What follows belongs to an exercise in optimizing a design on an open flow for small area, a short achievable clock period and few clock cycles per item; a production flow would make more cautious choices.
Only simulation tests tie the RTL to the original design; equivalence was not proved.

==> module adcd_lane, before the edit <==
module adcd_lane #(
  parameter int SAMPLE_BITS = adcd_pkg::SAMPLE_BITS
) (
  input  logic                    clk_i,
  input  logic                    en_i,
  input  logic [SAMPLE_BITS-1:0]  raw_i,    
  input  logic [SAMPLE_BITS-1:0]  lo_i,
  input  logic [SAMPLE_BITS-1:0]  hi_i,
  output logic [SAMPLE_BITS-1:0]  quo_o     
);
  localparam int SB = SAMPLE_BITS;
  localparam int NSTEP = adcd_pkg::DIV_STEPS;
  localparam logic [NSTEP:0] REGS = adcd_pkg::DIV_REGS;
  localparam int NK = (NSTEP + adcd_pkg::K_SHARE - 1) / adcd_pkg::K_SHARE;
  logic [SB-1:0] dm1;
  logic          span;
  logic [SB-1:0] k1_q;
  logic          span_q;
  logic [SB+1:0] k3;
  assign {span, dm1} = {1'b0, hi_i} + {1'b0, ~lo_i};
  assign k3          = {2'b00, k1_q} + {1'b0, k1_q, 1'b0} + (SB+2)'(2);
  always_ff @(posedge clk_i) begin
    k1_q   <= dm1;
    span_q <= span;
  end
  logic [NK-1:0][SB-1:0] nk1_q;
  logic [NK-1:0][SB+1:0] nk3_q;
  always_ff @(posedge clk_i) begin
    nk1_q[0] <= ~dm1;
    nk3_q[0] <= ~k3;
  end
  for (genvar i = 1; i < NK; i++) begin : g_kc
    always_ff @(posedge clk_i) begin
      nk1_q[i] <= nk1_q[i-1];
      nk3_q[i] <= nk3_q[i-1];
    end
  end
  logic [SB-1:0] k1s;
  logic          spans;
  logic [SB-1:0] nk1s;
  if (adcd_pkg::IN_REG) begin : g_ks_reg
    assign k1s   = k1_q;
    assign spans = span_q;
    assign nk1s  = nk1_q[0];
  end else begin : g_ks_comb
    assign k1s   = dm1;
    assign spans = span;
    assign nk1s  = ~dm1;
  end
  logic [SB-1:0] d1;
  logic          raw_gt_lo;
  logic          raw_ge_hi;
  logic          zero;
  logic [SB-1:0] rem0, low0;
  assign {raw_gt_lo, d1} = {1'b0, raw_i} + {1'b0, ~lo_i};
  assign raw_ge_hi       = (raw_i >= hi_i);
  assign zero            = !raw_gt_lo || !spans;
  always_comb begin
    if (zero) begin
      rem0 = '0;
      low0 = '0;
    end else if (raw_ge_hi) begin
      rem0 = k1s;
      low0 = nk1s;
    end else begin
      rem0 = d1;
      low0 = ~d1;
    end
  end
  logic [NSTEP:0][SB-1:0] rem_c, nq_c;    
  logic [NSTEP:0][SB-1:0] rem_p, nq_p;    
  assign rem_c[0] = rem0;
  assign nq_c[0]  = low0;
  for (genvar j = 0; j <= NSTEP; j++) begin : g_pos
    if (REGS[j] && j == 0) begin : g_reg0
      logic [SB-1:0] rem_r;
      logic [1:0]    top_r;
      logic          zero_r;
      always_ff @(posedge clk_i) begin
        if (en_i) begin
          rem_r  <= rem_c[0];
          top_r  <= nq_c[0][SB-1:SB-2];
          zero_r <= zero;
        end
      end
      assign rem_p[0] = rem_r;
      assign nq_p[0]  = {top_r, ~rem_r[SB-3:0] & {(SB-2){!zero_r}}};
    end else if (REGS[j]) begin : g_reg
      logic [SB-1:0] nq_r;
      always_ff @(posedge clk_i) begin
        if (en_i) nq_r <= nq_c[j];
      end
      assign nq_p[j] = nq_r;
      if (j < NSTEP) begin : g_rem
        logic [SB-1:0] rem_r;
        always_ff @(posedge clk_i) begin
          if (en_i) rem_r <= rem_c[j];
        end
        assign rem_p[j] = rem_r;
      end else begin : g_norem
        assign rem_p[j] = '0;
      end
    end else begin : g_wire
      assign rem_p[j] = rem_c[j];
      assign nq_p[j]  = nq_c[j];
    end
    if (j < NSTEP) begin : g_step
      logic [SB+1:0] x, s1, s2, s3;
      logic          c1, c2, c3;
      logic [SB-1:0] nk1;
      logic [SB+1:0] nk3;
      logic          h0, h1, h2, h3;
      assign nk1      = nk1_q[j / adcd_pkg::K_SHARE];
      assign nk3      = nk3_q[j / adcd_pkg::K_SHARE];
      assign x        = {rem_p[j], nq_p[j][SB-1:SB-2]};
      adcd_add #(.W(SB+2)) u_a1 (.a_i(x), .b_i({2'b11, nk1}),       .s_o(s1), .c_o(c1));
      adcd_add #(.W(SB+2)) u_a2 (.a_i(x), .b_i({1'b1, nk1, 1'b0}), .s_o(s2), .c_o(c2));
      adcd_add #(.W(SB+2)) u_a3 (.a_i(x), .b_i(nk3),                .s_o(s3), .c_o(c3));
      assign h3 = c3;
      assign h2 = c2 && !c3;
      assign h1 = c1 && !c2;
      assign h0 = !c1;
      assign rem_c[j+1] = ({SB{h3}} & s3[SB-1:0]) | ({SB{h2}} & s2[SB-1:0]) |
                          ({SB{h1}} & s1[SB-1:0]) | ({SB{h0}} & x[SB-1:0]);
      assign nq_c[j+1] = {nq_p[j][SB-3:0], c2, c3 || (c1 && !c2)};
    end
  end
  assign quo_o = nq_p[NSTEP];
endmodule
export LEC_CHECK = 0
export CAP_MARGIN = 20
export CORE_MARGIN = 2
export CORE_UTILIZATION = 50
export SETUP_SLACK_MARGIN = 3.3
export SLEW_MARGIN = 20
export TNS_END_PERCENT = 10
create_clock -name core_clock -period 6.0 [get_ports {clk_i}]
run.sh (not shown) runs the stock make flow with config.mk's settings and CLKGATE_MAP_FILE= SYNTH_SCRIPT=/design/flow/synth_recipe.tcl, a recipe that flattens the netlist after the stock synthesis.
The first run finished with timing, DRC and antenna clean.
Testbench counts at the start, summed over its fixed seeds: cycles 5,120, items 4,096.
Edit:
--- a/flow/design.v
+++ b/flow/design.v
@@ -48,14 +48,19 @@
   logic          span;
   logic [SB-1:0] k1_q;
   logic          span_q;
   logic [SB+1:0] k3;
   assign {span, dm1} = {1'b0, hi_i} + {1'b0, ~lo_i};
-  assign k3          = {2'b00, k1_q} + {1'b0, k1_q, 1'b0} + (SB+2)'(2);
-  always_ff @(posedge clk_i) begin
-    k1_q   <= dm1;
-    span_q <= span;
+  assign k3          = {2'b00, ~nk1_q[0]} + {1'b0, ~nk1_q[0], 1'b0} + (SB+2)'(2);
+  if (adcd_pkg::IN_REG) begin : g_k1_reg
+    always_ff @(posedge clk_i) begin
+      k1_q   <= dm1;
+      span_q <= span;
+    end
+  end else begin : g_k1_none
+    assign k1_q   = '0;
+    assign span_q = 1'b0;
   end
   logic [NK-1:0][SB-1:0] nk1_q;
   logic [NK-1:0][SB+1:0] nk3_q;
   always_ff @(posedge clk_i) begin
     nk1_q[0] <= ~dm1;
- routed wire length rises by 1.4%
- final area rises by 0.40%
- worst setup slack is better by 0.039 ns
- fmax rises by 1.3%
- first-iteration DRC count rises by 5.3%
- global-route usage rises by 0.42 points
- worst hold slack is better by 0.0035 ns
- area after synthesis falls by 1.2%
- clock skew falls by 0.016 ns
- via count rises by 0.62%
Testbench counts after the change, summed over its fixed seeds: cycles 5,120, items 4,096.

==> port drivers added, routing unchanged <==
In the flow no input, the clock included, has a driving cell. The finished layouts below were timed again as built, in two steps.
Step 1 assumes that a clkbuf_16 drives the clock port and a buf_2 every other input.
Step 2 also shifts input and output timing later by t, the mid clock arrival at the registers, as if the neighbouring blocks saw the same clock.
Three values: ideal ports, drivers, drivers and shift; two values: the first two.
| run | shift t [ns] | setup WS [ns] | worst setup path at the end | pins driven straight from the clock port |
|---|---|---|---|---|
| the first run | 0.828 | 2.937 / 2.897 / 2.069 | input to register | 1 |
| the second run | 0.820 | 2.976 / 2.923 / 2.226 | input to register | 1 |
After both steps setup and hold are still met in every run listed. The setup slack of the first run, which loses most, moves by -0.040 ns with the drivers and by -0.868 ns with both steps.
